From an optimization exercise on the open Yosys and OpenROAD flow, aimed at small area, a short achievable clock period and few clock cycles; shortcuts taken in it are not production practice. At most, simulation tests tie the RTL to the original design; equivalence was not proved. The RTL of runs 1 and 2 was laid out without a check of its function. Power and IR drop assume default switching activity.

<file path="flow/design.v">
`timescale 1ns / 1ps
package stpq_pkg;
   localparam int ID_W     = 8;
   localparam int DAYS_W   = 10;
   localparam int WEIGHT_W = 10;
   localparam int HOURS_W  = 12;
   localparam int SCORE_W  = 23;
   localparam int ENTRY_W  = ID_W + SCORE_W + DAYS_W + WEIGHT_W + HOURS_W;
   localparam logic [1:0] MODE_INSERT = 2'd0;
   localparam logic [1:0] MODE_READ   = 2'd1;
   localparam logic [1:0] MODE_CLEAR  = 2'd2;
   localparam logic [1:0] MODE_NOP    = 2'd3;
   localparam logic [1:0] ST_OK      = 2'd0;
   localparam logic [1:0] ST_FULL    = 2'd1;
   localparam logic [1:0] ST_EMPTY   = 2'd2;
   localparam logic [1:0] ST_CLEARED = 2'd3;
endpackage
`timescale 1ns / 1ps
module stpq_divider #(
   parameter int NV = 2
) (
   input  logic        clock,
   input  logic        reset,
   input  logic        in_valid,
   output logic        in_ready,
   input  logic [10:0] in_a,
   input  logic [12:0] in_b,
   input  logic [9:0]  in_w,
   input  logic [3:0]  in_lw,        
   input  logic [4:0]  in_lab,       
   input  logic [39:0] in_tag,
   output logic        out_valid,    
   input  logic        out_free,     
   output logic [22:0] out_q,
   output logic [39:0] out_tag,
   output logic [20:0] out_q_hi,
   output logic [1:0]  out_q_lo,
   output logic [3:1]  out_q_lt,     
   output logic        m_valid_next
);
   localparam int PW = (NV > 1) ? $clog2(NV) : 1;
   logic        m_valid;
   logic [23:0] m_s, m_c;
   logic [9:0]  m_w;
   logic [3:0]  m_n;
   logic [39:0] m_tag;
   logic [NV-1:0]        v_valid;
   logic [NV-1:0][48:0]  v_x;         
   logic [NV-1:0][22:0]  v_d;
   logic [NV-1:0][23:0]  v_d3;
   logic [NV-1:0][3:0]   v_cnt;
   logic [NV-1:0][39:0]  v_tag;
   logic [PW-1:0]        in_ptr, out_ptr;
   logic [23:0] pp [11];
   logic [23:0] l1 [8];
   logic [23:0] l2 [6];
   logic [23:0] l3 [4];
   logic [23:0] l4 [3];
   logic [23:0] p_s, p_c;
   always_comb begin
      for (int i = 0; i < 11; i++) pp[i] = in_a[i] ? (24'(in_b) << i) : 24'd0;
      for (int k = 0; k < 3; k++) begin
         l1[2*k]   = pp[3*k] ^ pp[3*k+1] ^ pp[3*k+2];
         l1[2*k+1] = ((pp[3*k] & pp[3*k+1]) | (pp[3*k] & pp[3*k+2]) | (pp[3*k+1] & pp[3*k+2])) << 1;
      end
      l1[6] = pp[9];
      l1[7] = pp[10];
      for (int k = 0; k < 2; k++) begin
         l2[2*k]   = l1[3*k] ^ l1[3*k+1] ^ l1[3*k+2];
         l2[2*k+1] = ((l1[3*k] & l1[3*k+1]) | (l1[3*k] & l1[3*k+2]) | (l1[3*k+1] & l1[3*k+2])) << 1;
      end
      l2[4] = l1[6];
      l2[5] = l1[7];
      for (int k = 0; k < 2; k++) begin
         l3[2*k]   = l2[3*k] ^ l2[3*k+1] ^ l2[3*k+2];
         l3[2*k+1] = ((l2[3*k] & l2[3*k+1]) | (l2[3*k] & l2[3*k+2]) | (l2[3*k+1] & l2[3*k+2])) << 1;
      end
      l4[0] = l3[0] ^ l3[1] ^ l3[2];
      l4[1] = ((l3[0] & l3[1]) | (l3[0] & l3[2]) | (l3[1] & l3[2])) << 1;
      l4[2] = l3[3];
      p_s   = l4[0] ^ l4[1] ^ l4[2];
      p_c   = ((l4[0] & l4[1]) | (l4[0] & l4[2]) | (l4[1] & l4[2])) << 1;
   end
   logic signed [6:0] sp;
   logic [3:0]        n_steps;
   always_comb begin
      sp = 7'(in_lw) + 7'sd17 - 7'(in_lab);
      if (sp < 7'sd1) n_steps = 4'd1;
      else            n_steps = 4'((sp + 7'sd2) >>> 1);
   end
   logic [23:0] s1, c1, s2, c2;
   logic [23:0] ld_d, ld_d3;
   logic [48:0] ld_x;
   always_comb begin
      ld_d  = m_s + m_c;
      s1    = m_s ^ m_c ^ (m_s << 1);
      c1    = ((m_s & m_c) | (m_s & (m_s << 1)) | (m_c & (m_s << 1))) << 1;
      s2    = s1 ^ c1 ^ (m_c << 1);
      c2    = ((s1 & c1) | (s1 & (m_c << 1)) | (c1 & (m_c << 1))) << 1;
      ld_d3 = s2 + c2;
      ld_x  = 49'(m_w) << (6'd42 - {1'b0, m_n, 1'b0});
   end
   logic [NV-1:0][1:0]  qd;
   logic [NV-1:0][3:1]  lt;
   logic [NV-1:0][22:0] rn;
   always_comb begin
      for (int u = 0; u < NV; u++) begin
         logic [24:0] t;
         logic [25:0] d1, d2, d3;
         t  = v_x[u][48:24];
         d1 = {1'b0, t} - {3'b0, v_d[u]};
         d2 = {1'b0, t} - {2'b0, v_d[u], 1'b0};
         d3 = {1'b0, t} - {2'b0, v_d3[u]};
         lt[u] = {d3[25], d2[25], d1[25]};
         if (!d3[25])      begin qd[u] = 2'd3; rn[u] = d3[22:0]; end
         else if (!d2[25]) begin qd[u] = 2'd2; rn[u] = d2[22:0]; end
         else if (!d1[25]) begin qd[u] = 2'd1; rn[u] = d1[22:0]; end
         else              begin qd[u] = 2'd0; rn[u] = t[22:0];  end
      end
   end
   logic [NV-1:0] v_last, v_take;
   logic          m_go;
   always_comb begin
      for (int u = 0; u < NV; u++) begin
         v_last[u] = v_valid[u] && (v_cnt[u] == 4'd1);
         v_take[u] = v_last[u] && out_free && (out_ptr == PW'(u));
      end
   end
   assign out_valid = |v_take;
   assign out_q_hi  = v_x[out_ptr][20:0];
   assign out_q_lo  = qd[out_ptr];
   assign out_q_lt  = lt[out_ptr];
   assign out_q     = {out_q_hi, out_q_lo};
   assign out_tag   = v_tag[out_ptr];
   assign m_go      = m_valid && (!v_valid[in_ptr] || v_take[in_ptr]);
   assign in_ready  = !m_valid || m_go;
   assign m_valid_next = !reset && ((in_valid && in_ready) || (m_valid && !m_go));
   always_ff @(posedge clock) begin
      if (reset) begin
         m_valid <= 1'b0;
         v_valid <= '0;
         in_ptr  <= '0;
         out_ptr <= '0;
      end else begin
         if (in_valid && in_ready) m_valid <= 1'b1;
         else if (m_go)            m_valid <= 1'b0;
         for (int u = 0; u < NV; u++) begin
            if (m_go && in_ptr == PW'(u)) v_valid[u] <= 1'b1;
            else if (v_take[u])           v_valid[u] <= 1'b0;
         end
         if (m_go)      in_ptr  <= (in_ptr == PW'(NV - 1)) ? '0 : in_ptr + 1'b1;
         if (out_valid) out_ptr <= (out_ptr == PW'(NV - 1)) ? '0 : out_ptr + 1'b1;
      end
      if (in_valid && in_ready) begin
         m_s   <= p_s;
         m_c   <= p_c;
         m_w   <= in_w;
         m_n   <= n_steps;
         m_tag <= in_tag;
      end
      for (int u = 0; u < NV; u++) begin
         if (m_go && in_ptr == PW'(u)) begin
            v_x[u]   <= ld_x;
            v_d[u]   <= ld_d[22:0];
            v_d3[u]  <= ld_d3;
            v_cnt[u] <= m_n;
            v_tag[u] <= m_tag;
         end else if (v_valid[u] && !v_last[u]) begin
            v_x[u]   <= {rn[u], v_x[u][23:0], qd[u]};
            v_cnt[u] <= v_cnt[u] - 4'd1;
         end
      end
   end
endmodule
`timescale 1ns / 1ps
module sorted_insert_task_priority_queue #(
   parameter int TABLE_DEPTH = 16
) (
   input  logic        clock,
   input  logic        reset,
   input  logic        req_tvalid,
   output logic        req_tready,
   input  logic [47:0] req_tdata,
   output logic        rsp_tvalid,
   input  logic        rsp_tready,
   output logic [71:0] rsp_tdata,
   output logic        rsp_tlast,
   input  logic        csr_wen,
   input  logic        csr_wdata
);
   localparam int EW = stpq_pkg::ENTRY_W;    
   logic                 order_ff;
   logic [4:0]           count_ff;
   logic [15:0][3:0]     perm;
   logic [15:0][EW-1:0]  tbl;
   logic        a_valid;
   logic [1:0]  a_mode;
   logic [7:0]  a_id;
   logic [9:0]  a_d, a_w;
   logic [11:0] a_h;
   logic [10:0] a_a;
   logic [12:0] a_b;
   logic [3:0]  a_lw;
   logic [4:0]  a_lab;
   logic        u_valid;
   logic        u_sent;    
   logic [22:0] u_score;
   logic [7:0]  u_id;
   logic [9:0]  u_d, u_w;
   logic [11:0] u_h;
   logic [15:0] u_ah;      
   logic [3:0]  s_ptr;
   logic        o_valid;
   logic [64:0] o_data;
   logic        o_last;
   function automatic logic [3:0] blen(input logic [12:0] x);
      blen = 4'd0;
      for (int i = 0; i < 13; i++) if (x[i]) blen = 4'(i + 1);
   endfunction
   logic        div_in_valid, div_in_ready, div_out_valid;
   logic [22:0] div_q;
   logic [39:0] div_tag;
   logic [20:0] div_q_hi;
   logic [1:0]  div_q_lo;
   logic [3:1]  div_q_lt;
   logic        div_m_next;
   stpq_divider #(.NV(2)) u_div (
      .clock     (clock),
      .reset     (reset),
      .in_valid  (div_in_valid),
      .in_ready  (div_in_ready),
      .in_a      (a_a),
      .in_b      (a_b),
      .in_w      (a_w),
      .in_lw     (a_lw),
      .in_lab    (a_lab),
      .in_tag    ({a_h, a_w, a_d, a_id}),
      .out_valid (div_out_valid),
      .out_free  (!u_valid || u_sent || u_go),
      .out_q     (div_q),
      .out_tag   (div_tag),
      .out_q_hi  (div_q_hi),
      .out_q_lo  (div_q_lo),
      .out_q_lt  (div_q_lt),
      .m_valid_next (div_m_next)
   );
   localparam int QD = 6;
   localparam logic [1:0] Q_INS = 2'd0, Q_RD = 2'd1, Q_CLR = 2'd2;
   logic [QD-1:0][1:0] q_kind;
   logic [3:0]         q_cnt;
   logic               q_push, q_pop;
   logic [1:0]         q_push_kind;
   logic o_free, h_ins, h_rd, h_clr, u_go, s_go, s_last, clr_go, a_go;
   logic u_wait, dir_go, upd, dir_full;
   logic accept;
   assign o_free = !o_valid || rsp_tready;
   assign h_ins  = (q_cnt != 4'd0) && (q_kind[0] == Q_INS);
   assign h_rd   = (q_cnt != 4'd0) && (q_kind[0] == Q_RD);
   assign h_clr  = (q_cnt != 4'd0) && (q_kind[0] == Q_CLR);
   assign u_wait = u_valid && !u_sent;
   assign u_go   = h_ins && u_wait && o_free;
   assign dir_go = h_ins && !u_wait && o_free && div_out_valid;
   assign upd    = (u_go || u_sent) && !full;
   assign s_go   = h_rd && o_free && !u_sent;
   assign s_last = (count_ff == 5'd0) || ({1'b0, s_ptr} == count_ff - 5'd1);
   assign clr_go = h_clr && o_free;
   assign q_pop  = u_go || dir_go || (s_go && s_last) || clr_go;
   assign dir_full = full || (u_sent && count_ff == 5'd15);
   logic q_space;
   assign q_space = q_cnt != 4'(QD);
   assign div_in_valid = a_valid && (a_mode == stpq_pkg::MODE_INSERT) && q_space;
   always_comb begin
      unique case (a_mode)
         stpq_pkg::MODE_INSERT: a_go = div_in_ready && q_space;
         stpq_pkg::MODE_READ,
         stpq_pkg::MODE_CLEAR:  a_go = q_space;
         default:               a_go = 1'b1;
      endcase
   end
   assign q_push      = a_valid && a_go && (a_mode != stpq_pkg::MODE_NOP);
   assign q_push_kind = a_mode;     
   logic       ready_ff, a_valid_n;
   logic [1:0] a_mode_n;
   logic [3:0] q_cnt_n;
   assign req_tready = ready_ff;
   assign accept     = req_tvalid && req_tready;
   assign a_valid_n  = accept || (a_valid && !a_go);
   assign a_mode_n   = accept ? req_tdata[1:0] : a_mode;
   assign q_cnt_n    = q_cnt + 4'(q_push) - 4'(q_pop);
   logic [15:0] ah_phys, ah_log, pre;
   logic        full;
   assign full = count_ff[4];
   function automatic logic lo_gt(input logic [1:0] e, input logic [3:1] q_lt);
      unique case (e)
         2'd0:    lo_gt = 1'b0;
         2'd1:    lo_gt = q_lt[1];
         2'd2:    lo_gt = q_lt[2];
         default: lo_gt = q_lt[3];
      endcase
   endfunction
   logic ah_u;
   always_comb begin
      ah_u = order_ff ? (u_d < div_tag[17:8])
                      : ((u_score[22:2] > div_q_hi) ||
                         ((u_score[22:2] == div_q_hi) && lo_gt(u_score[1:0], div_q_lt)));
   end
   always_comb begin
      for (int j = 0; j < 16; j++) begin
         logic gt_hi, eq_hi, gt_lo;
         gt_hi = tbl[j][30:10] > div_q_hi;
         eq_hi = tbl[j][30:10] == div_q_hi;
         gt_lo = lo_gt(tbl[j][9:8], div_q_lt);
         ah_phys[j] = order_ff ? (tbl[j][40:31] < div_tag[17:8])
                               : (gt_hi || (eq_hi && gt_lo));
         if (u_valid && !full && count_ff[3:0] == 4'(j)) ah_phys[j] = ah_u;
      end
      for (int i = 0; i < 16; i++)
         ah_log[i] = (5'(i) < count_ff) && u_ah[perm[i]];
      pre[0] = 1'b1;
      for (int i = 1; i < 16; i++) pre[i] = pre[i-1] && ah_log[i-1];
   end
   logic [EW-1:0] u_entry;
   assign u_entry = {u_h, u_w, u_d, u_score, u_id};
   logic [EW-1:0] s_entry;
   logic [15:0]   s_sel;
   always_comb begin
      s_sel   = 16'd1 << perm[s_ptr];
      s_entry = '0;
      for (int j = 0; j < 16; j++) s_entry = s_entry | (tbl[j] & {EW{s_sel[j]}});
   end
   always_ff @(posedge clock) begin
      if (reset) begin
         order_ff <= 1'b0;
         count_ff <= 5'd0;
         a_valid  <= 1'b0;
         u_valid  <= 1'b0;
         u_sent   <= 1'b0;
         o_valid  <= 1'b0;
         q_cnt    <= 4'd0;
         ready_ff <= 1'b1;
         s_ptr    <= 4'd0;
      end else begin
         if (csr_wen) order_ff <= csr_wdata;
         if (accept)    a_valid <= 1'b1;
         else if (a_go) a_valid <= 1'b0;
         if (div_out_valid)       u_valid <= 1'b1;
         else if (u_go || u_sent) u_valid <= 1'b0;
         u_sent <= dir_go;
         q_cnt <= q_cnt_n;
         ready_ff <= !a_valid_n || (a_mode_n == stpq_pkg::MODE_NOP) ||
                     (q_cnt_n != 4'(QD) &&
                      (a_mode_n != stpq_pkg::MODE_INSERT || !div_m_next));
         if (s_go) s_ptr <= s_last ? 4'd0 : s_ptr + 4'd1;
         if (u_go || dir_go || s_go || clr_go) o_valid <= 1'b1;
         else if (rsp_tready)        o_valid <= 1'b0;
         if (clr_go)             count_ff <= 5'd0;
         else if (upd)           count_ff <= count_ff + 5'd1;
      end
      if (accept) begin
         a_mode <= req_tdata[1:0];
         a_id   <= req_tdata[9:2];
         a_d    <= req_tdata[19:10];
         a_w    <= req_tdata[29:20];
         a_h    <= req_tdata[41:30];
         a_a    <= 11'(req_tdata[19:10]) + 11'd1;
         a_b    <= 13'(req_tdata[41:30]) + 13'd10;
         a_lw   <= blen(13'(req_tdata[29:20]));
         a_lab  <= 5'(blen(13'(req_tdata[19:10]) + 13'd1)) +
                   5'(blen(13'(req_tdata[41:30]) + 13'd10));
      end
      if (div_out_valid) begin
         u_score <= div_q;
         u_ah    <= ah_phys;
         {u_h, u_w, u_d, u_id} <= div_tag;
      end
      for (int j = 0; j < 16; j++)
         if (u_valid && !full && count_ff[3:0] == 4'(j)) tbl[j] <= u_entry;
      if (upd) begin
         for (int i = 0; i < 16; i++) begin
            if (pre[i] && !ah_log[i]) perm[i] <= count_ff[3:0];
            else if (!pre[i])         perm[i] <= (i == 0) ? perm[0] : perm[i-1];
         end
      end
      for (int k = 0; k < QD; k++) begin
         if (q_pop) begin
            if (q_push && 4'(k) == q_cnt - 4'd1) q_kind[k] <= q_push_kind;
            else if (k < QD - 1)                q_kind[k] <= q_kind[k+1];
         end else if (q_push && 4'(k) == q_cnt) begin
            q_kind[k] <= q_push_kind;
         end
      end
      if (s_go) begin
         if (count_ff == 5'd0) o_data <= {63'd0, stpq_pkg::ST_EMPTY};
         else                  o_data <= {s_entry, stpq_pkg::ST_OK};
         o_last <= s_last;
      end else if (u_go) begin
         o_data <= {u_entry, full ? stpq_pkg::ST_FULL : stpq_pkg::ST_OK};
         o_last <= 1'b1;
      end else if (dir_go) begin
         o_data <= {div_tag[39:8], div_q, div_tag[7:0],
                    dir_full ? stpq_pkg::ST_FULL : stpq_pkg::ST_OK};
         o_last <= 1'b1;
      end else if (clr_go) begin
         o_data <= {63'd0, stpq_pkg::ST_CLEARED};
         o_last <= 1'b1;
      end
   end
   assign rsp_tvalid = o_valid;
   assign rsp_tdata  = {7'd0, o_data};
   assign rsp_tlast  = o_last;
endmodule
</file>
<file path="flow/run.sh">
#!/bin/bash
# synth_recipe.tcl (not shown) runs the flow's synth.tcl, then flattens the netlist and writes it again
# the make line also repeats each setting of config.mk as NAME=value (left out here)
make -C /OpenROAD-flow-scripts/flow DESIGN_CONFIG=/design/flow/config.mk WORK_HOME=/design/flow/orfs CLKGATE_MAP_FILE= SYNTH_SCRIPT=/design/flow/synth_recipe.tcl finish
</file>
<file path="flow/config.mk">
export PLATFORM = sky130hd
export DESIGN_NAME = sorted_insert_task_priority_queue
export DESIGN_NICKNAME = sorted_insert_task_priority_queue
export VERILOG_FILES = /design/flow/design.v
export SDC_FILE = /design/flow/constraint.sdc
export NUM_CORES = 4
export LEC_CHECK = 0
export ABC_CLOCK_PERIOD_IN_PS = 3000
export CAP_MARGIN = 20
export CORE_MARGIN = 2
export CORE_UTILIZATION = 60
export SETUP_SLACK_MARGIN = 5
export SLEW_MARGIN = 20
</file>
<file path="flow/constraint.sdc">
create_clock -name core_clock -period 9.0 [get_ports {clock}]
set_input_delay 1.8000 -clock core_clock [delete_from_list [all_inputs] [get_ports {clock}]]
set_output_delay 1.8000 -clock core_clock [all_outputs]
set_load 0.01 [all_outputs]
</file>
==> reports/metrics.csv, run 1 <==
stage,metric,value,unit
outcome,outcome,finished clean,
logic_synthesis,ys flop type,edfxtp_1,
setup_path,"Largest stage delay, worst path",0.54,ns
detailed_routing,vias,64900,
setup_path,critical setup path kind,input pin to flop,
clock_network,hold buffer count at CTS,0,
finish,Fillers,10800,
logic_synthesis,top-count cell post-synth,edfxtp_1,
sta,f_max,242,MHz
global_route,vias in the first global route,62200,
run,max_cap viols,0,
finish,Area Overhead vs Synth,14.3,%
logic_synthesis,cell accounting for the most synthesized area,edfxtp_1,
worst_hold_path,hold crit path type,flop to flop,
logic_synthesis,syn avg cell area,13.2,sq um
placed_design,GP Congestion,0.974,
setup_path,Worst Path Max Fanout,3,
die,I/O pins,129,
pwr,maximum VDD drop,232,uV
placed_design,PortBufs,115,
detailed_routing,Vias/cell,6.91,
sta,skew final,0.0963,ns
clock_network,Clock Latency Late Sink,0.88,ns
global_route,initial antenna violation count,9,
detailed_routing,Starting DRT DRC Count,9017,
logic_synthesis,cells after synthesis,6900,
setup_path,Setup crit end kind,flop,
sta,final period utilization,45.9,%
sta,Setup-failing EPs final,0,
die,Rows,143,
global_route,GRT Util Overall,37.5,%
logic_synthesis,sequential share of the synthesized area,55.2,%
logic_synthesis,"top cells by area, synth","edfxtp_1, ha_1, fa_1",
setup_path,Worst EP arrival,4.81,ns
die,die area,0.155,sq mm
clock_network,Sink Count,1690,
finish,Util after Layout,68.9,%
finish,layout cell share with drive strength beyond 1,14.2,%
setup_path,critical-path cell list,"buf_6, nand2b_4, nor4bb_4, nor2_4, o31ai_4, mux2i_4, a21boi_1, o21a_1, and3b_2, inv_4, ha_4, inv_2, ha_4, fa_2, and4b_1, a21oi_2, o2bb2ai_2, nand2_1",
logic_synthesis,ys async rst share,0,%
sta,Final min period,4.13,ns
setup_path,startpoint types,input pin,
pwr,pwr dens,217,mW/mm^2
detailed_routing,WL/cell,31.6,um
pwr,P_leak,38.3,nW
finish,nets@finish,8176,
global_route,largest net degree at the start of global routing,81,
sta,hold slack,0.398,ns
logic_synthesis,area fraction of the dominant cell type after synthesis,54.7,%
clock_network,TritonCTS buffer count,174,
die,Die Span Y,394,um
die,Initial Util,60.3,%
sta,Setup TNS,0,ns
global_route,global-route wire length before repair,425,mm
detailed_routing,ANT nets after route,0,
placed_design,DP HPWL,187,mm
logic_synthesis,commonest cells in the netlist,"edfxtp_1, ha_1, nand2_1",
setup_path,"Req. time, crit path",9.68,ns
sta,Slew Limit Fails,0,
logic_synthesis,Syn. warnings,7,
clock_network,CTS max path bufs,3,
sta,Worst Tran Pin Value,1.37,ns
logic_synthesis,Yosys reg bits,1690,
logic_synthesis,number of synthesized flops with an enable pin,1664,
detailed_routing,Post-Route WL,297,mm
detailed_routing,Pre-antenna DRT Iters,9,
clock_network,root buf cell,clkbuf_16,
setup_path,Crit-path slowest cell,fa_2,
logic_synthesis,"Cell Area, Synth",0.0914,sq mm
die,die width,394,um
clock_network,CTS tree,yes,
clock_network,htree depth,4,
detailed_routing,DR DRC count,0,
sta,RSZ-0062 raised after global routing,yes,
sta,Relative slew margins,8.69,%
setup_path,CP most frequent cell,ha_4,
global_route,gr ovfl total,0,
die,CORE AREA,0.152,sq mm
clock_network,Clock transition at path regs,0.06,ns
logic_synthesis,Yosys cell types,101,
sta,"Hold Vio Cnt, Final",0,
-- report_power, final --
group	total (mW)	switching, mW	internal [mW]
combinational	5.60	3.23	2.37
sequential	9.70	0.282	9.42
clock	7.36	3.23	4.13
-- stage by stage --
| step | cells | setup slack, ns | power [mW] | cell area [sq um] |
|---|---|---|---|---|
| global placement | 8874 | 2.69 | 14.9 | 95300 |
| detailed placement | 8874 | 2.64 | 15.0 | 95300 |
| floorplan | 6906 | 4.33 | 13.4 | 91700 |
| finish | 9394 | 4.87 | 22.7 | 104000 |
| CTS | 9310 | 4.84 | 22.4 | 103000 |
| global route | 9392 | 4.76 | 23.7 | 104000 |
-- metal layers --
| metal | share of wire (%) | global-route usage, % |
|---|---|---|
| met1 | 39 | 53.2 |
| met2 | 44 | 56.3 |
| met3 | 12 | 8.77 |
| met4 | 4.4 | 14.6 |
| met5 | 0.042 | 0 |
-- timing repair --
item	4_1_cts	5_1_grt
endpoints found under the setup margin	574	211
setup buffers	106	79
cloned	5	3
gates resized for setup	181	173
pin swaps	19	68
-- final timing paths --
kind / startpoint / to / slack, ns / cells past startpoint
max: rsp_tready / ready_ff$_SDFF_PP1_ / 4.87 / 18
min: u_div.m_tag[11]$_DFFE_PP_ / u_div.v_tag[11]$_DFFE_PP_ / 0.40 / 0
max reg2reg: u_div.out_ptr$_SDFFE_PP0N_ / u_ah[6]$_DFFE_PN_ / 4.90 / 15
min reg2reg: u_div.m_tag[11]$_DFFE_PP_ / u_div.v_tag[11]$_DFFE_PP_ / 0.40 / 0
-- state kept, by name, summed over array words and instances, names as in the netlist, 11 cells and up --
register,count
tbl,1008
u_div.v_x,98
u_div.v_tag,80
o_data,65
perm,64
u_div.v_d3,48
u_div.v_d,44
u_div.m_tag,31
u_div.m_s,23
u_score,23
u_div.m_c,18
u_ah,16
a_b,12
a_h,12
q_kind,12
u_h,12
a_a,11
-- cells in the final DEF (no fill, tap or decap), types with 62 or more instances in the layout --
cell	count
a22o_1	194
mux2_2	106
edfxtp_1	1664
o21ai_0	231
a21oi_1	293
nand2_1	375
a21o_1	140
clkbuf_16	177
clkdlybuf4s50_1	105
inv_1	291
nand3_1	87
o21a_1	144
a22oi_1	144
ha_1	751
nand4_1	87
a221oi_1	194
buf_4	223
xor2_1	62
a31oi_1	94
and3_1	90
nor2b_1	77
nor2_1	293
xnor2_1	116
and2_1	117
mux4_2	96
fa_1	143
-- critical path: cells and delay by family --
| family | cells | cell delay (ns) |
|---|---|---|
| simple gates | 6 | 1.04 |
| mux | 1 | 0.12 |
| fa+ha+maj | 3 | 0.95 |
| buf+inv | 3 | 0.16 |
| compound gates | 5 | 0.77 |
-- final cells by class --
class                   count  area (sq um)  area share, %
multi-input cells        4608         40100           38.4
diodes                      2          5.00        0.00479
inverters                 324          1320           1.26
clock buffers             205          4480           4.29
well taps                2030          2540           2.43
flip-flops and latches   1690         50500           48.3
clock inverters           120          1350           1.29
repair buffers            415          4200           4.02
-- cell families (layout without fill, tap and decap cells) --
group	count (synthesis)	after routing	synth area share [%]
compound gates	1870	1871	14.8
xor+xnor	185	185	1.77
fa+ha+maj	909	909	13.6
buf+inv	610	1064	2.63
flops	1690	1690	55.2
mux	263	263	4.37
other cells	1	9	0.00410
simple gates	1372	1373	7.48
==> run 2: changes to the inputs <==
--- a/flow/config.mk
+++ b/flow/config.mk
@@ -9,5 +9,5 @@
 export CAP_MARGIN = 20
 export CORE_MARGIN = 2
-export CORE_UTILIZATION = 60
+export CORE_UTILIZATION = 40
 export SETUP_SLACK_MARGIN = 5
 export SLEW_MARGIN = 20
==> reports/metrics.csv, run 2 <==
stage,metric,value,unit
outcome,outcome,finished clean,
detailed_routing,DR DRC count,0,
setup_path,Crit-path slowest cell,nor4bb_4,
sta,skew final,0.0601,ns
finish,Fillers,20100,
finish,Finished Layout Cells,10400,
placed_design,dpl cells,9868,
die,Initial Util,40.2,%
finish,layout cell share with drive strength beyond 1,15.1,%
detailed_routing,Vias/cell,6.14,
sta,final period utilization,46.6,%
clock_network,Clock Latency Late Sink,0.87,ns
setup_path,startpoint types,input pin,
run,max_cap viols,0,
pwr,maximum VDD drop,242,uV
finish,"most common cell after layout, fill and taps aside",edfxtp_1,
die,die area,0.232,sq mm
sta,f_max,239,MHz
logic_synthesis,"Cell Area, Synth",0.0914,sq mm
pwr,pwr dens,218,mW/mm^2
sta,worst setup margin,4.81,ns
placed_design,GP Congestion,0.941,
setup_path,"Largest stage delay, worst path",0.42,ns
placed_design,DP HPWL,195,mm
logic_synthesis,Yosys cell types,101,
clock_network,htree depth,4,
finish,top flop regs,"tbl x1008, u_div.v_x x98, u_div.v_tag x80",
setup_path,critical-path cell list,"buf_6, nand2b_4, nor4bb_4, nor2_4, o31ai_4, mux2i_4, a21boi_1, o21a_1, and3b_2, inv_4, ha_4, inv_2, ha_4, fa_2, xnor2_2, and4b_2, a21oi_2, o2bb2ai_2, nand2_1",
die,CORE AREA,0.227,sq mm
finish,FF+latch area,0.0505,sq mm
clock_network,CTS tree,yes,
sta,RSZ-0062 raised after global routing,yes,
clock_network,Sink Count,1690,
logic_synthesis,cell accounting for the most synthesized area,edfxtp_1,
sta,Setup TNS,0,ns
finish,Area Overhead vs Synth,16.3,%
global_route,global-route wire length before repair,431,mm
clock_network,Clock transition at path regs,0.06,ns
setup_path,critical setup path kind,input pin to flop,
logic_synthesis,top-count cell post-synth,edfxtp_1,
global_route,largest net degree at the start of global routing,66,
logic_synthesis,Yosys reg bits,1690,
setup_path,R2R Setup Slk,4.90,ns
finish,Util after Layout,46.8,%
finish,max reg flops,1008,
pwr,Power Internal,16.1,mW
setup_path,"Req. time, crit path",9.76,ns
pwr,Logic pwr share,24.4,%
setup_path,CP most frequent cell,ha_4,
sta,Slew Limit Fails,0,
pwr,Net Sw Power,6.99,mW
setup_path,Worst EP arrival,4.95,ns
clock_network,CTS max path bufs,3,
logic_synthesis,Syn. warnings,7,
sta,Setup-failing EPs final,0,
global_route,gr ovfl total,0,
detailed_routing,WL/cell,28.9,um
clock_network,TritonCTS buffer count,187,
detailed_routing,Starting DRT DRC Count,7877,
setup_path,Setup crit end kind,flop,
finish,multi-input logic area,0.0401,sq mm
logic_synthesis,area fraction of the dominant cell type after synthesis,54.7,%
die,I/O pins,129,
detailed_routing,Pre-antenna DRT Iters,6,
die,die width,482,um
global_route,initial antenna violation count,4,
finish,most frequent cells in the layout,"edfxtp_1, ha_1, nand2_1, nor2_1, a21oi_1",
logic_synthesis,cells after synthesis,6900,
pwr,Switching Share,30.2,%
die,Rows,175,
placed_design,pre-CTS WS,3.31,ns
sta,"Hold Vio Cnt, Final",0,
sta,Relative slew margins,16.6,%
logic_synthesis,number of synthesized flops with an enable pin,1664,
die,Die Span Y,482,um
detailed_routing,ANT nets after route,0,
logic_synthesis,syn avg cell area,13.2,sq um
clock_network,root buf cell,clkbuf_16,
finish,Biggest register,tbl,
finish,nets@finish,8217,
global_route,GRT Util Overall,25.2,%
detailed_routing,vias,64000,
placed_design,PortBufs,115,
sta,Worst Tran Pin Value,1.25,ns
logic_synthesis,ys async rst share,0,%
logic_synthesis,sequential share of the synthesized area,55.2,%
pwr,P_leak,38.6,nW
logic_synthesis,ys flop type,edfxtp_1,
setup_path,Worst Path Max Fanout,3,
detailed_routing,Post-Route WL,301,mm
pwr,Seq pwr share,42.0,%
pwr,Clk pwr share,33.6,%
logic_synthesis,commonest cells in the netlist,"edfxtp_1, ha_1, nand2_1",
global_route,vias in the first global route,63100,
worst_hold_path,hold crit path type,flop to flop,
logic_synthesis,"top cells by area, synth","edfxtp_1, ha_1, fa_1",
sta,Final min period,4.19,ns
==> run 2: final cells by class <==
cell class / instances / share of cell area, %
antenna: 1 / 0.00235
clock buffer: 222 / 4.55
clock inverter: 127 / 1.34
inverter: 324 / 1.24
multi-input combinational: 4606 / 37.7
sequential: 1690 / 47.5
tap: 3009 / 3.54
timing repair buffer: 445 / 4.10
==> run 2: per-stage QoR <==
stage                     power (mW)  hold WS, ns  area, sq um
after detailed placement        15.2        0.405        96600
after floorplan                 13.4        0.400        91700
final                           23.1        0.388       106000
after global placement          15.1        0.404        96500
after CTS                       23.1        0.395       105000
after global routing            24.2        0.403       106000
==> run 2: critical path: cells and delay by family <==
kind / cells / cell delay [ns]
simple gates: 6 / 1.17
compound gates: 5 / 0.76
xor+xnor: 1 / 0.18
fa+ha+maj: 3 / 0.76
buf+inv: 3 / 0.13
mux: 1 / 0.13
==> run 2: cell families after synthesis <==
logic type | count (synthesis) | share of synthesized area [%]
AO/OA/AOI/OAI | 1870 | 14.8
other | 1 | 0.00410
buffers and inverters | 610 | 2.63
multiplexers | 263 | 4.37
adder cells (fa/ha/maj) | 909 | 13.6
XOR/XNOR | 185 | 1.77
AND/OR/NAND/NOR | 1372 | 7.48
flip-flops | 1690 | 55.2
==> run 2: repair_timing <==
action                     4_1_cts  5_1_grt
gates resized for setup        186      181
pin swaps                       42       67
setup buffers                  121       76
hold buffers                     0        0
setup endpoints to repair      610      199
cloned                           3        6
==> run 2: power by group through the flow <==
stage | clock network (mW) | registers, mW | logic, mW
3_5_place_dp | 0 | 9.90 | 5.33
3_3_place_gp | 0 | 9.89 | 5.22
5_1_grt | 8.17 | 9.76 | 6.32
6_report | 7.78 | 9.72 | 5.63
4_1_cts | 7.88 | 9.73 | 5.52
2_1_floorplan | 0 | 9.81 | 3.54
==> run 2: worst paths after layout <==
kind	endpoint	depth (start not counted)	start
setup reg to reg	u_ah[2]$_DFFE_PN_	16	u_div.out_ptr$_SDFFE_PP0N_
setup / recovery	ready_ff$_SDFF_PP1_	19	rsp_tready
hold reg to reg	u_div.m_tag[6]$_DFFE_PP_	0	a_id[6]$_DFFE_PP_
hold / removal	u_div.m_tag[6]$_DFFE_PP_	0	a_id[6]$_DFFE_PP_
==> run 2: routing by layer <==
metal	track usage (%)	vias to the layer above	wire length [um]
met5	0	-	13
met4	7.12	2	8730
met3	4.96	464	30200
met2	40.6	3236	140000
met1	34.6	32500	122000
li1	-	27800	-
==> run 3: changes to the inputs <==
--- a/flow/design.v
+++ b/flow/design.v
@@ -323,10 +323,5 @@
    assign u_entry = {u_h, u_w, u_d, u_score, u_id};
    logic [EW-1:0] s_entry;
-   logic [15:0]   s_sel;
-   always_comb begin
-      s_sel   = 16'd1 << perm[s_ptr];
-      s_entry = '0;
-      for (int j = 0; j < 16; j++) s_entry = s_entry | (tbl[j] & {EW{s_sel[j]}});
-   end
+   assign s_entry = tbl[perm[s_ptr]];
    always_ff @(posedge clock) begin
       if (reset) begin
==> reports/metrics.csv, run 3 <==
stage,metric,value,unit
global_route,GRT Util Overall,21.9,%
logic_synthesis,Syn. warnings,7,
worst_hold_path,hold_sp,a_id[6]$_DFFE_PP_,
detailed_routing,vias,60100,
global_route,global-route wire length before repair,391,mm
detailed_routing,Vias/cell,5.87,
setup_path,Worst Path Max Fanout,114,
finish,fin area,0.106,sq mm
logic_synthesis,Yosys cell types,82,
finish,nets@finish,8016,
logic_synthesis,ys flop type,edfxtp_1,
logic_synthesis,"Cell Area, Synth",0.0934,sq mm
placed_design,Post-Place Cell Area,0.0987,sq mm
detailed_routing,ANT nets after route,0,
finish,Biggest register,tbl,
logic_synthesis,cells after synthesis,6806,
clock_network,root buf cell,clkbuf_16,
die,Die Span Y,487,um
clock_network,CTS max path bufs,3,
placed_design,DP HPWL,175,mm
sta,Relative slew margins,22.8,%
logic_synthesis,ys async rst share,0,%
pwr,maximum VDD drop,196,uV
clock_network,CTS tree,yes,
logic_synthesis,Yosys reg bits,1690,
sta,"Hold Vio Cnt, Final",0,
logic_synthesis,top-count cell post-synth,edfxtp_1,
setup_path,R2R Path Start,s_ptr[0]$_SDFFE_PP0P_,
die,die area,0.237,sq mm
global_route,initial antenna violation count,15,
clock_network,hold buffer count at CTS,0,
die,Rows,177,
placed_design,GP Congestion,0.879,
sta,Final min period,4.02,ns
finish,Util after Layout,45.8,%
sta,skew final,0.0319,ns
pwr,P_leak,38.4,nW
logic_synthesis,syn avg cell area,13.7,sq um
setup_path,Crit. Startpoint,s_ptr[0]$_SDFFE_PP0P_,
sta,Worst Tran Pin Value,1.16,ns
placed_design,PortBufs,115,
setup_path,Crit Reg-Reg Endpoint,o_data[46]$_DFFE_PP_,
die,I/O pins,129,
finish,FF+latch area,0.0505,sq mm
sta,Slew Limit Fails,0,
global_route,vias in the first global route,60500,
finish,Fillers,20300,
logic_synthesis,number of synthesized flops with an enable pin,1664,
sta,final period utilization,44.6,%
global_route,largest net degree at the start of global routing,115,
logic_synthesis,commonest cells in the netlist,"edfxtp_1, ha_1, nand2_1",
finish,Area Overhead vs Synth,13.9,%
detailed_routing,Post-Route WL,266,mm
die,die width,487,um
pwr,pwr dens,213,mW/mm^2
sta,RSZ-0062 raised after global routing,yes,
logic_synthesis,area fraction of the dominant cell type after synthesis,53.5,%
run,max_cap viols,0,
sta,Setup TNS,0,ns
finish,Finished Layout Cells,10200,
finish,most frequent cells in the layout,"edfxtp_1, ha_1, nand2_1, a21oi_1, mux4_2",
clock_network,Sink Count,1690,
logic_synthesis,cell accounting for the most synthesized area,edfxtp_1,
setup_path,"Req. time, crit path",9.58,ns
logic_synthesis,"top cells by area, synth","edfxtp_1, ha_1, mux4_2",
detailed_routing,Starting DRT DRC Count,6070,
global_route,gr ovfl total,0,
finish,layout cell share with drive strength beyond 1,16.5,%
die,CORE AREA,0.233,sq mm
sta,f_max,249,MHz
setup_path,crit path capture,o_data[46]$_DFFE_PP_,
detailed_routing,WL/cell,25.9,um
setup_path,startpoint types,flop,
finish,max reg flops,1008,
finish,top flop regs,"tbl x1008, u_div.v_x x98, u_div.v_tag x80",
setup_path,critical setup path kind,flop to flop,
die,Initial Util,40.2,%
logic_synthesis,sequential share of the synthesized area,54.0,%
sta,hold slack,0.415,ns
setup_path,Worst EP arrival,4.60,ns
finish,"most common cell after layout, fill and taps aside",edfxtp_1,
outcome,outcome,finished clean,
sta,Setup-failing EPs final,0,
detailed_routing,DR DRC count,0,
placed_design,dpl cells,9825,
clock_network,TritonCTS buffer count,181,
detailed_routing,Pre-antenna DRT Iters,5,
setup_path,R2R Setup Slk,4.98,ns
worst_hold_path,hold crit path type,flop to flop,
clock_network,htree depth,4,
setup_path,Worst Reg-to-Reg Cells,8,
clock_network,Clock transition at path regs,0.06,ns
finish,multi-input logic area,0.0416,sq mm
clock_network,Clock Latency Late Sink,0.84,ns
setup_path,Setup crit end kind,flop,
==> run 3: how the worst min path moves through the flow <==
stage	to	slack [ns]	cells past startpoint
after floorplan	u_div.m_tag[0]$_DFFE_PP_	0.40	0
after global placement	u_div.m_tag[16]$_DFFE_PP_	0.40	0
after detailed placement	u_div.m_tag[39]$_DFFE_PP_	0.41	0
after CTS	u_div.m_w[3]$_DFFE_PP_	0.42	0
after global routing	u_div.m_w[3]$_DFFE_PP_	0.42	0
final	u_div.m_tag[6]$_DFFE_PP_	0.42	0
==> run 3: per-stage QoR <==
step                      power, mW  worst slack [ns]
after floorplan                13.4              3.63
after global placement         14.9              3.09
after detailed placement       15.1              3.04
after CTS                      22.7              4.91
after global routing           23.8              4.91
final                          22.6              4.98
==> run 3: kinds of logic after synthesis <==
kind of cell    after synthesis  share of synthesized area [%]
compound gates             1392                           9.74
xor+xnor                    174                           1.63
simple gates               1418                           7.26
buf+inv                     623                           2.69
fa+ha+maj                   909                           13.3
other cells                   1                        0.00401
mux                         599                           11.3
flops                      1690                           54.0
==> run 3: timing repair <==
action,4_1_cts,5_1_grt
buffers inserted,46,27
gates resized for setup,103,116
pin swaps,21,37
cloned,9,6
setup endpoints to repair,417,180
==> run 3: power breakdown <==
group | total (mW) | internal, mW | switching (mW)
logic | 5.42 | 2.32 | 3.10
clock network | 7.44 | 4.19 | 3.25
registers | 9.78 | 9.41 | 0.365
==> run 3: routing by layer <==
layer  vias to the layer above  part of all wire [%]  global-route usage [%]
li1                      26900                     -                       -
met1                     30500                    43                    30.3
met4                         2                   2.7                    6.23
met5                         -                0.0049                       0
met3                       371                   7.4                    3.59
met2                      2276                    47                    35.7
==> run 3: final cells by class <==
type | count | share of cell area (%)
Inverter | 357 | 1.30
Sequential cell | 1690 | 47.4
Clock buffer | 224 | 4.48
Antenna cell | 2 | 0.00470
Timing Repair Buffer | 321 | 3.15
Clock inverter | 106 | 0.998
Multi-Input combinational cell | 4502 | 39.0
Tap cell | 3043 | 3.58
==> run 3: critical path, stage by stage, from the launching register on <==
cell	delay [ns]
dfxtp_4	0.40
clkbuf_16	0.17
mux4_2	0.54
mux4_4	0.72
buf_4	0.31
buf_12	0.28
a211oi_1	0.52
a211oi_1	0.09
a221o_1	0.30
Testbench counts of run 3, summed over its fixed seeds: cycles 7,467.
==> run 4: changes to the inputs <==
==> flow/flow/run.sh (new file) <==
#!/bin/bash
set -euo pipefail
cd "$(dirname "$0")/.."
bash standard.sh SETUP_SLACK_MARGIN=5.6 finish > flow_standard.log 2>&1
==> flow/standard.sh (new file) <==
#!/bin/bash
# synth_recipe.tcl (not shown) runs the flow's synth.tcl, then flattens the netlist and writes it again
# the make line also repeats each setting of config.mk as NAME=value (left out here)
make -C /OpenROAD-flow-scripts/flow DESIGN_CONFIG=/design/flow/config.mk WORK_HOME=/design/flow/orfs CLKGATE_MAP_FILE= SYNTH_SCRIPT=/design/flow/synth_recipe.tcl "${@:-finish}"
--- a/flow/config.mk
+++ b/flow/config.mk
@@ -10,4 +10,3 @@
 export CORE_MARGIN = 2
 export CORE_UTILIZATION = 40
-export SETUP_SLACK_MARGIN = 5
 export SLEW_MARGIN = 20
removed: flow/run.sh
==> reports/metrics.csv, run 4 <==
stage,metric,value,unit
finish,layout cell share with drive strength beyond 1,28.8,%
finish,fin area,0.116,sq mm
sta,Slew Limit Fails,0,
placed_design,dpl cells,9817,
logic_synthesis,commonest cells in the netlist,"edfxtp_1, ha_1, nand2_1",
detailed_routing,DR DRC count,0,
finish,multi-input logic area,0.0449,sq mm
pwr,Power Internal,16.7,mW
placed_design,GP Congestion,0.890,
pwr,pwr dens,205,mW/mm^2
setup_path,Setup crit end kind,flop,
die,I/O pins,129,
global_route,global-route wire length before repair,423,mm
clock_network,TritonCTS buffer count,185,
sta,"Hold Vio Cnt, Final",0,
setup_path,Worst EP arrival,4.59,ns
die,die width,487,um
logic_synthesis,cells after synthesis,6806,
sta,Setup TNS,0,ns
setup_path,"CP delay by family, top",simple AND/OR/NAND/NOR gates,
die,die area,0.237,sq mm
die,CORE AREA,0.233,sq mm
finish,Area Overhead vs Synth,24.5,%
clock_network,CTS max path bufs,3,
finish,Fillers,19300,
pwr,Seq pwr share,40.9,%
pwr,Switching Share,29.8,%
setup_path,critical setup path kind,input pin to flop,
detailed_routing,ANT nets after route,0,
setup_path,critical-path cell list,"buf_6, nor2b_4, buf_6, nor4_4, nor2_2, nor2_4, or3_4, a21oi_4, inv_2, ha_4, inv_2, ha_4, fa_2, and4b_1, a21oi_2, o2bb2ai_1, nand2_1",
clock_network,Clock transition at path regs,0.06,ns
finish,max reg flops,1008,
detailed_routing,vias,64200,
clock_network,Sink Count,1690,
die,Rows,177,
detailed_routing,Post-Route WL,294,mm
logic_synthesis,Yosys cell types,82,
sta,Relative slew margins,29.1,%
pwr,maximum VDD drop,246,uV
detailed_routing,Vias/cell,5.98,
sta,RSZ-0062 raised after global routing,yes,
global_route,GRT Util Overall,24.1,%
logic_synthesis,sequential share of the synthesized area,54.0,%
sta,Worst Tran Pin Value,1.03,ns
global_route,largest net degree at the start of global routing,88,
logic_synthesis,area fraction of the dominant cell type after synthesis,53.5,%
setup_path,startpoint types,input pin,
clock_network,htree depth,4,
finish,Finished Layout Cells,10700,
logic_synthesis,Syn. warnings,7,
finish,most frequent cells in the layout,"edfxtp_1, ha_1, nand2_1, buf_4, mux4_2",
sta,Final min period,3.89,ns
setup_path,"Largest stage delay, worst path",0.53,ns
logic_synthesis,syn avg cell area,13.7,sq um
die,Initial Util,40.2,%
clock_network,CTS tree,yes,
sta,skew final,0.107,ns
logic_synthesis,number of synthesized flops with an enable pin,1664,
sta,final period utilization,43.2,%
setup_path,Crit-path slowest cell,fa_2,
global_route,vias in the first global route,63600,
logic_synthesis,ys async rst share,0,%
pwr,Clk pwr share,33.1,%
sta,Setup-failing EPs final,0,
logic_synthesis,"Cell Area, Synth",0.0934,sq mm
pwr,Net Sw Power,7.09,mW
finish,top flop regs,"tbl x1008, u_div.v_x x98, u_div.v_tag x80",
finish,nets@finish,8502,
finish,Biggest register,tbl,
detailed_routing,WL/cell,27.4,um
logic_synthesis,Yosys reg bits,1690,
placed_design,PortBufs,115,
finish,FF+latch area,0.0505,sq mm
outcome,outcome,finished clean,
pwr,P_leak,42.5,nW
placed_design,Post-Place Cell Area,0.0986,sq mm
clock_network,Clock Latency Late Sink,0.90,ns
logic_synthesis,cell accounting for the most synthesized area,edfxtp_1,
setup_path,Worst Path Buf+Inv,4,
run,max_cap viols,0,
logic_synthesis,top-count cell post-synth,edfxtp_1,
clock_network,hold buffer count at CTS,0,
setup_path,"Req. time, crit path",9.70,ns
finish,"most common cell after layout, fill and taps aside",edfxtp_1,
global_route,initial antenna violation count,10,
detailed_routing,Pre-antenna DRT Iters,8,
global_route,gr ovfl total,0,
detailed_routing,Starting DRT DRC Count,7070,
worst_hold_path,hold crit path type,flop to flop,
logic_synthesis,ys flop type,edfxtp_1,
pwr,Logic pwr share,25.9,%
logic_synthesis,"top cells by area, synth","edfxtp_1, ha_1, mux4_2",
clock_network,root buf cell,clkbuf_16,
placed_design,DP HPWL,175,mm
setup_path,Worst Path Max Fanout,4,
sta,f_max,257,MHz
die,Die Span Y,487,um
[run 4: cell counts after synthesis]
Identical to the previous run, type by type.
[run 4: path summary, 6_finish.rpt]
check	startpoint	end	slack (ns)	depth (start not counted)
max	rsp_tready	ready_ff$_SDFF_PP1_	5.11	17
min	a_w[9]$_DFFE_PP_	u_div.m_tag[27]$_DFFE_PP_	0.42	0
max reg2reg	s_ptr[0]$_SDFFE_PP0P_	o_data[49]$_DFFE_PP_	5.16	12
min reg2reg	a_w[9]$_DFFE_PP_	u_div.m_tag[27]$_DFFE_PP_	0.42	0
[run 4: logic make-up after synthesis]
group                      synth area share, %
DFF                                       54.0
and+or+nand+nor                           7.26
AOI/OAI and AO/OA                         9.74
adders and majority gates                 13.3
buffers and inverters                     2.69
muxes                                     11.3
xor gates and xnor gates                  1.63
other                                  0.00401
[run 4: routing by layer]
metal  wire length [um]  track usage, %
met5                  0               0
met3              22100            3.68
met1             118000            32.0
met4              13400            9.15
met2             141000            39.7
[run 4: power by group through the flow]
stage	combinational, mW	clock, mW	sequential [mW]
6_report	6.17	7.88	9.74
5_1_grt	6.84	8.30	9.78
4_1_cts	5.67	7.99	9.74
3_5_place_dp	5.02	0	9.93
3_3_place_gp	4.90	0	9.93
2_1_floorplan	3.56	0	9.79
[run 4: per-stage QoR]
| step | utilization (%) | hold WS (ns) | power (mW) | worst slack (ns) |
|---|---|---|---|---|
| 6_report | 50.0 | 0.418 | 23.8 | 5.11 |
| 5_1_grt | 50.0 | 0.428 | 24.9 | 5.08 |
| 4_1_cts | 48.7 | 0.420 | 23.4 | 5.09 |
| 3_5_place_dp | 42.4 | 0.405 | 14.9 | 2.82 |
| 3_3_place_gp | 42.4 | 0.405 | 14.8 | 2.79 |
| 2_1_floorplan | - | 0.400 | 13.4 | 3.63 |
[run 4: timing repair]
| item | 4_1_cts | 5_1_grt |
|---|---|---|
| pin swaps | 305 | 262 |
| gates resized for setup | 972 | 453 |
| endpoints found under the setup margin | 925 | 534 |
| buffers inserted | 366 | 137 |
| gates cloned | 66 | 9 |
[run 4: layout make-up]
type	instances	area share [%]
antenna	5	0.0108
clock buffer	215	4.11
clock inverter	130	1.35
inverter	357	1.24
multi-input combinational	4510	38.6
sequential	1690	43.4
tap	3043	3.27
timing repair buffer	794	7.96
timing repair inverter	1	0.00753
==> run 5: changes to the inputs <==
--- a/flow/design.v
+++ b/flow/design.v
@@ -197,6 +197,5 @@
    logic [1:0]  a_mode;
    logic [7:0]  a_id;
-   logic [9:0]  a_d, a_w;
-   logic [11:0] a_h;
+   logic [9:0]  a_w;
    logic [10:0] a_a;
    logic [12:0] a_b;
@@ -235,5 +234,5 @@
       .in_lw     (a_lw),
       .in_lab    (a_lab),
-      .in_tag    ({a_h, a_w, a_d, a_id}),
+      .in_tag    ({12'(a_b - 13'd10), a_w, 10'(a_a - 11'd1), a_id}),
       .out_valid (div_out_valid),
       .out_free  (!u_valid || u_sent || u_go),
@@ -288,4 +287,7 @@
    assign a_mode_n   = accept ? req_tdata[1:0] : a_mode;
    assign q_cnt_n    = q_cnt + 4'(q_push) - 4'(q_pop);
+   logic q_full_n;
+   assign q_full_n   = (q_cnt == 4'(QD) && !(q_pop && !q_push)) ||
+                       (q_cnt == 4'(QD - 1) && q_push && !q_pop);
    logic [15:0] ah_phys, ah_log, pre;
    logic        full;
@@ -323,5 +325,10 @@
    assign u_entry = {u_h, u_w, u_d, u_score, u_id};
    logic [EW-1:0] s_entry;
-   assign s_entry = tbl[perm[s_ptr]];
+   logic [15:0]   s_sel;
+   always_comb begin
+      s_sel   = 16'd1 << perm[s_ptr];
+      s_entry = '0;
+      for (int j = 0; j < 16; j++) s_entry = s_entry | (tbl[j] & {EW{s_sel[j]}});
+   end
    always_ff @(posedge clock) begin
       if (reset) begin
@@ -344,5 +351,5 @@
          q_cnt <= q_cnt_n;
          ready_ff <= !a_valid_n || (a_mode_n == stpq_pkg::MODE_NOP) ||
-                     (q_cnt_n != 4'(QD) &&
+                     (!q_full_n &&
                       (a_mode_n != stpq_pkg::MODE_INSERT || !div_m_next));
          if (s_go) s_ptr <= s_last ? 4'd0 : s_ptr + 4'd1;
@@ -355,7 +362,5 @@
          a_mode <= req_tdata[1:0];
          a_id   <= req_tdata[9:2];
-         a_d    <= req_tdata[19:10];
          a_w    <= req_tdata[29:20];
-         a_h    <= req_tdata[41:30];
          a_a    <= 11'(req_tdata[19:10]) + 11'd1;
          a_b    <= 13'(req_tdata[41:30]) + 13'd10;
==> flow/run.sh (new file) <==
#!/bin/bash
# synth_recipe.tcl (not shown) runs the flow's synth.tcl, then flattens the netlist and writes it again
# the make line also repeats each setting of config.mk as NAME=value (left out here)
make -C /OpenROAD-flow-scripts/flow DESIGN_CONFIG=/design/flow/config.mk WORK_HOME=/design/flow/orfs CLKGATE_MAP_FILE= SYNTH_SCRIPT=/design/flow/synth_recipe.tcl finish
--- a/flow/config.mk
+++ b/flow/config.mk
@@ -10,3 +10,4 @@
 export CORE_MARGIN = 2
 export CORE_UTILIZATION = 40
+export SETUP_SLACK_MARGIN = 5
 export SLEW_MARGIN = 20
removed: flow/flow/run.sh
removed: flow/standard.sh
==> reports/metrics.csv, run 5 <==
stage,metric,value,unit
run,max_cap viols,0,
worst_hold_path,hold crit path type,flop to flop,
sta,Relative slew margins,15.8,%
sta,Slew Limit Fails,0,
sta,worst setup margin,4.83,ns
outcome,outcome,finished clean,
setup_path,critical setup path kind,flop to flop,
sta,f_max,240,MHz
logic_synthesis,number of synthesized flops with an enable pin,1643,
detailed_routing,ANT nets after route,0,
setup_path,Crit. Startpoint,u_div.m_s[6]$_DFFE_PP_,
logic_synthesis,cell accounting for the most synthesized area,edfxtp_1,
detailed_routing,vias,65500,
finish,layout cell share with drive strength beyond 1,14.3,%
clock_network,TritonCTS buffer count,183,
logic_synthesis,ys async rst share,0,%
finish,multi-input logic area,0.0398,sq mm
die,I/O pins,129,
sta,Setup-failing EPs final,0,
finish,Fillers,20000,
logic_synthesis,Syn. warnings,8,
logic_synthesis,area fraction of the dominant cell type after synthesis,54.3,%
clock_network,Sink Count,1669,
logic_synthesis,Yosys reg bits,1669,
pwr,pwr dens,198,mW/mm^2
die,die width,481,um
setup_path,Worst Path Max Fanout,4,
clock_network,Clock transition at path regs,0.06,ns
setup_path,"Largest stage delay, worst path",0.58,ns
setup_path,crit path capture,u_div.v_d3[22]$_DFFE_PP_,
die,CORE AREA,0.225,sq mm
detailed_routing,Vias/cell,6.20,
setup_path,Setup crit end kind,flop,
pwr,Design Power,20.9,mW
logic_synthesis,syn avg cell area,12.9,sq um
sta,RSZ-0062 raised after global routing,yes,
detailed_routing,Starting DRT DRC Count,8531,
die,Die Span Y,481,um
die,Rows,174,
clock_network,CTS max path bufs,3,
placed_design,dpl cells,10000,
clock_network,CTS tree,yes,
global_route,gr ovfl total,0,
clock_network,root buf cell,clkbuf_16,
detailed_routing,DR DRC count,0,
global_route,largest net degree at the start of global routing,86,
die,Initial Util,40.3,%
setup_path,R2R Path Start,u_div.m_s[6]$_DFFE_PP_,
detailed_routing,Pre-antenna DRT Iters,6,
logic_synthesis,cells after synthesis,7056,
setup_path,Worst EP arrival,4.72,ns
setup_path,Crit-path slowest cell,fa_1,
logic_synthesis,"Cell Area, Synth",0.0908,sq mm
placed_design,PortBufs,115,
finish,Finished Layout Cells,10600,
sta,"Hold Vio Cnt, Final",0,
sta,Final min period,4.17,ns
placed_design,GP Congestion,0.947,
global_route,initial antenna violation count,7,
sta,final period utilization,46.3,%
global_route,GRT Util Overall,26.2,%
sta,hold slack,0.403,ns
finish,top flop regs,"tbl x1008, u_div.v_x x98, u_div.v_tag x80",
finish,Biggest register,tbl,
detailed_routing,Post-Route WL,311,mm
logic_synthesis,sequential share of the synthesized area,54.9,%
finish,most frequent cells in the layout,"edfxtp_1, ha_1, nand2_1, nor2_1, o21ai_0",
clock_network,htree depth,4,
detailed_routing,WL/cell,29.5,um
finish,max reg flops,1008,
finish,FF+latch area,0.0499,sq mm
finish,nets@finish,8386,
sta,Worst Tran Pin Value,1.26,ns
clock_network,Clock Latency Late Sink,0.88,ns
logic_synthesis,top-count cell post-synth,edfxtp_1,
setup_path,startpoint types,flop,
finish,Area Overhead vs Synth,16.0,%
logic_synthesis,ys flop type,edfxtp_1,
setup_path,Worst Reg-to-Reg Cells,15,
finish,"most common cell after layout, fill and taps aside",edfxtp_1,
logic_synthesis,commonest cells in the netlist,"edfxtp_1, ha_1, nand2_1",
setup_path,"Req. time, crit path",9.55,ns
placed_design,DP HPWL,201,mm
sta,skew final,0.0769,ns
global_route,vias in the first global route,63600,
placed_design,pre-CTS WS,3.31,ns
pwr,P_leak,38.3,nW
logic_synthesis,"top cells by area, synth","edfxtp_1, ha_1, fa_1",
global_route,global-route wire length before repair,441,mm
sta,Setup TNS,0,ns
logic_synthesis,Yosys cell types,102,
setup_path,CP most frequent cell,o41a_1,
pwr,maximum VDD drop,191,uV
die,die area,0.231,sq mm
setup_path,R2R Setup Slk,4.83,ns
setup_path,Crit Reg-Reg Endpoint,u_div.v_d3[22]$_DFFE_PP_,
setup_path,critical-path cell list,"buf_6, fa_2, fa_1, ha_4, nand2_2, o21ai_2, o41ai_2, buf_4, o21ai_4, o41a_1, a41o_1, o41a_1, a21o_1, a21oi_2, xnor2_2",
## run 5: cell count changes after synthesis, sizes merged, moves of 35 or more
| cell | delta |
|---|---|
| mux4 | -257 |
| a221oi | +137 |
| a22oi | +291 |
| a21oi | -49 |
| nand4 | +42 |
| a211oi | -61 |
| a22o | +111 |
| o221ai | -35 |
| o21ai | +111 |
| mux2i | -88 |
## run 5: stage by stage
stage | util (%) | cell area (sq um)
final | 46.8 | 105000
after global routing | 46.8 | 105000
after CTS | 46.0 | 104000
after detailed placement | 42.5 | 95800
after global placement | 42.5 | 95800
after floorplan | - | 91200
## run 5: metal layers
layer / GRT usage [%] / wire (um) / share of wire, % / vias up
li1: - / - / - / 28200
met1: 35.0 / 125000 / 40 / 33000
met2: 41.2 / 142000 / 45 / 3541
met3: 4.65 / 28200 / 9.1 / 723
met4: 12.5 / 16700 / 5.4 / 2
met5: 0 / 13 / 0.0042 / -
## run 5: logic make-up (layout without fill, tap and decap cells)
family,Yosys count,in the layout,synth area share (%)
AND/OR/NAND/NOR,1533,1534,8.26
adder cells (fa/ha/maj),912,912,13.8
buffers and inverters,621,1120,2.80
XOR/XNOR,190,190,1.83
multiplexers,234,234,4.05
AO/OA/AOI/OAI,1896,1896,14.4
other,1,17,0.00413
flip-flops,1669,1669,54.9
## run 5: timing repair
item / CTS / global route
pin swaps: 50 / 52
gates resized for setup: 148 / 120
buffers inserted: 98 / 113
cloned: 5 / 7
setup endpoints to repair: 255 / 310
hold buffers: 0 / 0
## run 5: where the power goes
group,switching [mW],internal (mW),leakage [nW],total [mW]
Combinational,2.20,1.65,20.3,3.84
Clock,3.32,4.39,2.92,7.71
Sequential,0.286,9.04,15.1,9.32
Total,5.80,15.1,38.3,20.9
## run 5: how the worst min path moves through the flow
stage / startpoint / endpoint / slack [ns] / depth (start not counted)
2_1_floorplan: a_id[0]$_DFFE_PP_ / u_div.m_tag[0]$_DFFE_PP_ / 0.40 / 0
3_3_place_gp: a_id[4]$_DFFE_PP_ / u_div.m_tag[4]$_DFFE_PP_ / 0.40 / 0
3_5_place_dp: a_id[0]$_DFFE_PP_ / u_div.m_tag[0]$_DFFE_PP_ / 0.41 / 0
4_1_cts: u_div.m_tag[11]$_DFFE_PP_ / u_div.v_tag[11]$_DFFE_PP_ / 0.40 / 0
5_1_grt: a_id[0]$_DFFE_PP_ / u_div.m_tag[0]$_DFFE_PP_ / 0.42 / 0
6_report: u_div.m_tag[11]$_DFFE_PP_ / u_div.v_tag[11]$_DFFE_PP_ / 0.40 / 0
## run 5: layout make-up
class	instances	area share, %
Timing Repair Buffer	451	4.31
Clock buffer	218	4.53
Clock inverter	109	1.26
Multi-Input combinational cell	4773	37.7
Tap cell	2992	3.55
Antenna cell	10	0.0237
Inverter	342	1.29
Sequential cell	1669	47.3
## run 5: worst max-delay path, delay by kind of cell, from the launching register on
kind,cells,cell delay [ns]
AO/OA/AOI/OAI,8,1.67
adder cells (fa/ha/maj),3,1.15
flip-flops,1,0.52
buffers and inverters,2,0.37
XOR/XNOR,1,0.11
AND/OR/NAND/NOR,1,0.06
Testbench counts of run 5, summed over its fixed seeds: cycles 7,467.
==> run 6: changes to the inputs <==
--- a/flow/design.v
+++ b/flow/design.v
@@ -224,5 +224,5 @@
    logic [3:1]  div_q_lt;
    logic        div_m_next;
-   stpq_divider #(.NV(2)) u_div (
+   stpq_divider #(.NV(3)) u_div (
       .clock     (clock),
       .reset     (reset),
==> reports/metrics.csv, run 6 <==
stage,metric,value,unit
outcome,outcome,finished clean,
clock_network,htree depth,4,
finish,most frequent cells in the layout,"edfxtp_1, ha_1, nand2_1, buf_4, nor2_1",
die,CORE AREA,0.249,sq mm
finish,Fillers,22000,
die,die area,0.254,sq mm
global_route,GRT Util Overall,26.7,%
detailed_routing,routed wire length on met3,33.1,mm
clock_network,CTS max path bufs,3,
clock_network,TritonCTS buffer count,195,
detailed_routing,met2 wire len,164,mm
sta,"Hold Vio Cnt, Final",0,
setup_path,"Req. time, crit path",9.69,ns
setup_path,Crit-path slowest cell,fa_2,
setup_path,Worst Path Buf+Inv,2,
logic_synthesis,cell accounting for the most synthesized area,edfxtp_1,
sta,hold slack,0.417,ns
detailed_routing,WL/cell,29.3,um
logic_synthesis,Yosys reg bits,1811,
global_route,initial antenna violation count,12,
die,Initial Util,40.3,%
detailed_routing,M1 WL,137,mm
logic_synthesis,area fraction of the dominant cell type after synthesis,53.5,%
detailed_routing,DR DRC count,0,
logic_synthesis,top-count cell post-synth,edfxtp_1,
finish,layout cell share with drive strength beyond 1,15.9,%
finish,Area Overhead vs Synth,18.0,%
logic_synthesis,ys flop type,edfxtp_1,
global_route,largest net degree at the start of global routing,80,
detailed_routing,Pre-antenna DRT Iters,6,
pwr,pwr dens,190,mW/mm^2
detailed_routing,ANT nets after route,0,
sta,f_max,234,MHz
sta,worst setup margin,4.73,ns
worst_hold_path,hold crit path type,flop to flop,
finish,top flop regs,"tbl x1008, u_div.v_x x147, u_div.v_tag x120",
clock_network,Sink Count,1811,
logic_synthesis,number of synthesized flops with an enable pin,1782,
setup_path,Worst EP arrival,4.96,ns
setup_path,critical setup path kind,flop to flop,
sta,Setup-failing EPs final,0,
sta,Relative slew margins,20.3,%
detailed_routing,highest routed layer,met5,
sta,Worst Tran Pin Value,1.18,ns
placed_design,Post-Place Cell Area,0.106,sq mm
setup_path,Setup crit end kind,flop,
finish,Util after Layout,47.5,%
logic_synthesis,commonest cells in the netlist,"edfxtp_1, ha_1, nand2_1",
setup_path,Worst Path Max Fanout,3,
setup_path,"Largest stage delay, worst path",0.57,ns
global_route,global-route wire length before repair,500,mm
run,max_cap viols,0,
finish,Finished Layout Cells,12000,
global_route,gr ovfl total,0,
sta,RSZ-0062 raised after global routing,yes,
setup_path,"CP delay by family, top",compound AO/OA/AOI/OAI gates,
pwr,maximum VDD drop,200,uV
die,die width,504,um
die,I/O pins,129,
placed_design,dpl cells,11300,
pwr,P_leak,43.3,nW
logic_synthesis,"Cell Area, Synth",0.100,sq mm
pwr,Design Power,22.4,mW
finish,max reg flops,1008,
logic_synthesis,Yosys cell types,100,
clock_network,Clock transition at path regs,0.07,ns
detailed_routing,Vias/cell,6.12,
detailed_routing,vias,73400,
placed_design,GP Congestion,0.954,
setup_path,critical-path cell list,"buf_6, fa_2, ha_4, ha_4, nor2b_4, o21a_1, o41ai_4, o211ai_1, o41a_1, a41o_1, o41ai_4, or4b_1, o211ai_1, clkbuf_16",
clock_network,hold buffer count at CTS,0,
placed_design,PortBufs,115,
setup_path,startpoint types,flop,
finish,Biggest register,tbl,
finish,"most common cell after layout, fill and taps aside",edfxtp_1,
logic_synthesis,cells after synthesis,7997,
placed_design,DP HPWL,223,mm
die,Rows,183,
logic_synthesis,syn avg cell area,12.5,sq um
sta,Final min period,4.27,ns
sta,final period utilization,47.4,%
logic_synthesis,sequential share of the synthesized area,54.0,%
detailed_routing,Post-Route WL,352,mm
sta,Setup TNS,0,ns
clock_network,CTS tree,yes,
global_route,vias in the first global route,72600,
finish,nets@finish,9549,
logic_synthesis,ys async rst share,0,%
detailed_routing,Starting DRT DRC Count,9056,
finish,fin area,0.118,sq mm
logic_synthesis,"top cells by area, synth","edfxtp_1, ha_1, fa_1",
sta,skew final,0.0744,ns
clock_network,root buf cell,clkbuf_16,
clock_network,Clock Latency Late Sink,0.87,ns
placed_design,pre-CTS WS,3.15,ns
sta,Slew Limit Fails,0,
logic_synthesis,Syn. warnings,8,
die,Die Span Y,504,um
run 6: cell count changes after synthesis, moves of 67 or more:
cell and delta:
o21ai_0 +67, a22oi_1 -70, nand2_1 +125, mux2i_1 +94, clkbuf_1 +75, nor2_1 +68, edfxtp_1 +139, inv_1 +77
ha_1 +71
run 6: final cells by class:
cell class / count / area [sq um] / share of cell area (%)
Sequential cell: 1811 / 54100 / 45.8
Clock inverter: 128 / 1400 / 1.19
Clock buffer: 231 / 5050 / 4.28
Antenna cell: 4 / 10.0 / 0.00847
Multi-Input combinational cell: 5459 / 45700 / 38.7
Tap cell: 3330 / 4170 / 3.53
Inverter: 418 / 1680 / 1.43
Timing Repair Buffer: 624 / 6030 / 5.11
run 6: power by group:
part           internal, mW  switching (mW)
clock                  4.61            3.58
sequential             9.76           0.223
combinational          1.67            2.57
total                  16.0            6.37
run 6: cells by family after synthesis:
group | count (synthesis) | synth area share [%]
xor gates and xnor gates | 244 | 2.13
and+or+nand+nor | 1821 | 8.83
adders and majority gates | 986 | 13.4
buffers and inverters | 739 | 2.89
other | 1 | 0.00375
DFF | 1811 | 54.0
AOI/OAI and AO/OA | 2115 | 14.6
muxes | 280 | 4.08
run 6: per-layer routing:
metal,track usage [%],vias up
met5,0,-
met4,11.5,8
met3,5.16,743
met2,43.6,3759
met1,34.6,37000
li1,-,32000
run 6: path summary, 6_finish.rpt:
check | end | depth (start not counted) | slack [ns] | startpoint
hold / removal | u_div.m_tag[0]$_DFFE_PP_ | 0 | 0.42 | a_id[0]$_DFFE_PP_
setup / recovery | u_div.v_d3[22]$_DFFE_PP_ | 14 | 4.73 | u_div.m_s[5]$_DFFE_PP_
hold reg to reg | u_div.m_tag[0]$_DFFE_PP_ | 0 | 0.42 | a_id[0]$_DFFE_PP_
setup reg to reg | u_div.v_d3[22]$_DFFE_PP_ | 14 | 4.73 | u_div.m_s[5]$_DFFE_PP_
run 6: what timing repair did:
item	CTS	global route
gates cloned	18	3
endpoints found under the setup margin	511	241
setup buffers	258	100
gates resized for setup	406	173
pin swaps	112	120
Testbench counts of run 6, summed over its fixed seeds: cycles 6,960.

==> static timing again, ports no longer ideal <==
The flow's constraints put no driver on any port. The routed layouts listed below were extracted and timed again, unchanged, in two steps. Step 1 assumes that a clkbuf_16 drives the clock port and a buf_2 every other input. Step 2 times the ports against the registers' clock, not the clock port: input delays grow and output delays shrink by t, the midpoint of the rising clock arrivals with the driver on. Three values: no drivers, after step 1, after step 2; two values: the first two.
run | t (ns) | setup slack, ns | worst register clock-pin slew, ns
run 1 | 0.930 | 4.871 / 4.905 / 4.001 | 0.07 / 0.07
run 2 | 0.934 | 4.810 / 4.859 / 3.925 | 0.07 / 0.07
run 3 | 0.915 | 4.982 / 4.982 / 4.239 | 0.07 / 0.07
run 4 | 0.936 | 5.109 / 5.128 / 4.191 | 0.07 / 0.07
run 5 | 0.940 | 4.832 / 4.832 / 4.215 | 0.07 / 0.07
run 6 | 0.929 | 4.730 / 4.730 / 4.181 | 0.07 / 0.07
After both steps setup and hold are still met in every run listed. For run 4, which loses most, drivers alone change the setup slack by +0.019 ns; drivers and shift together by -0.918 ns.
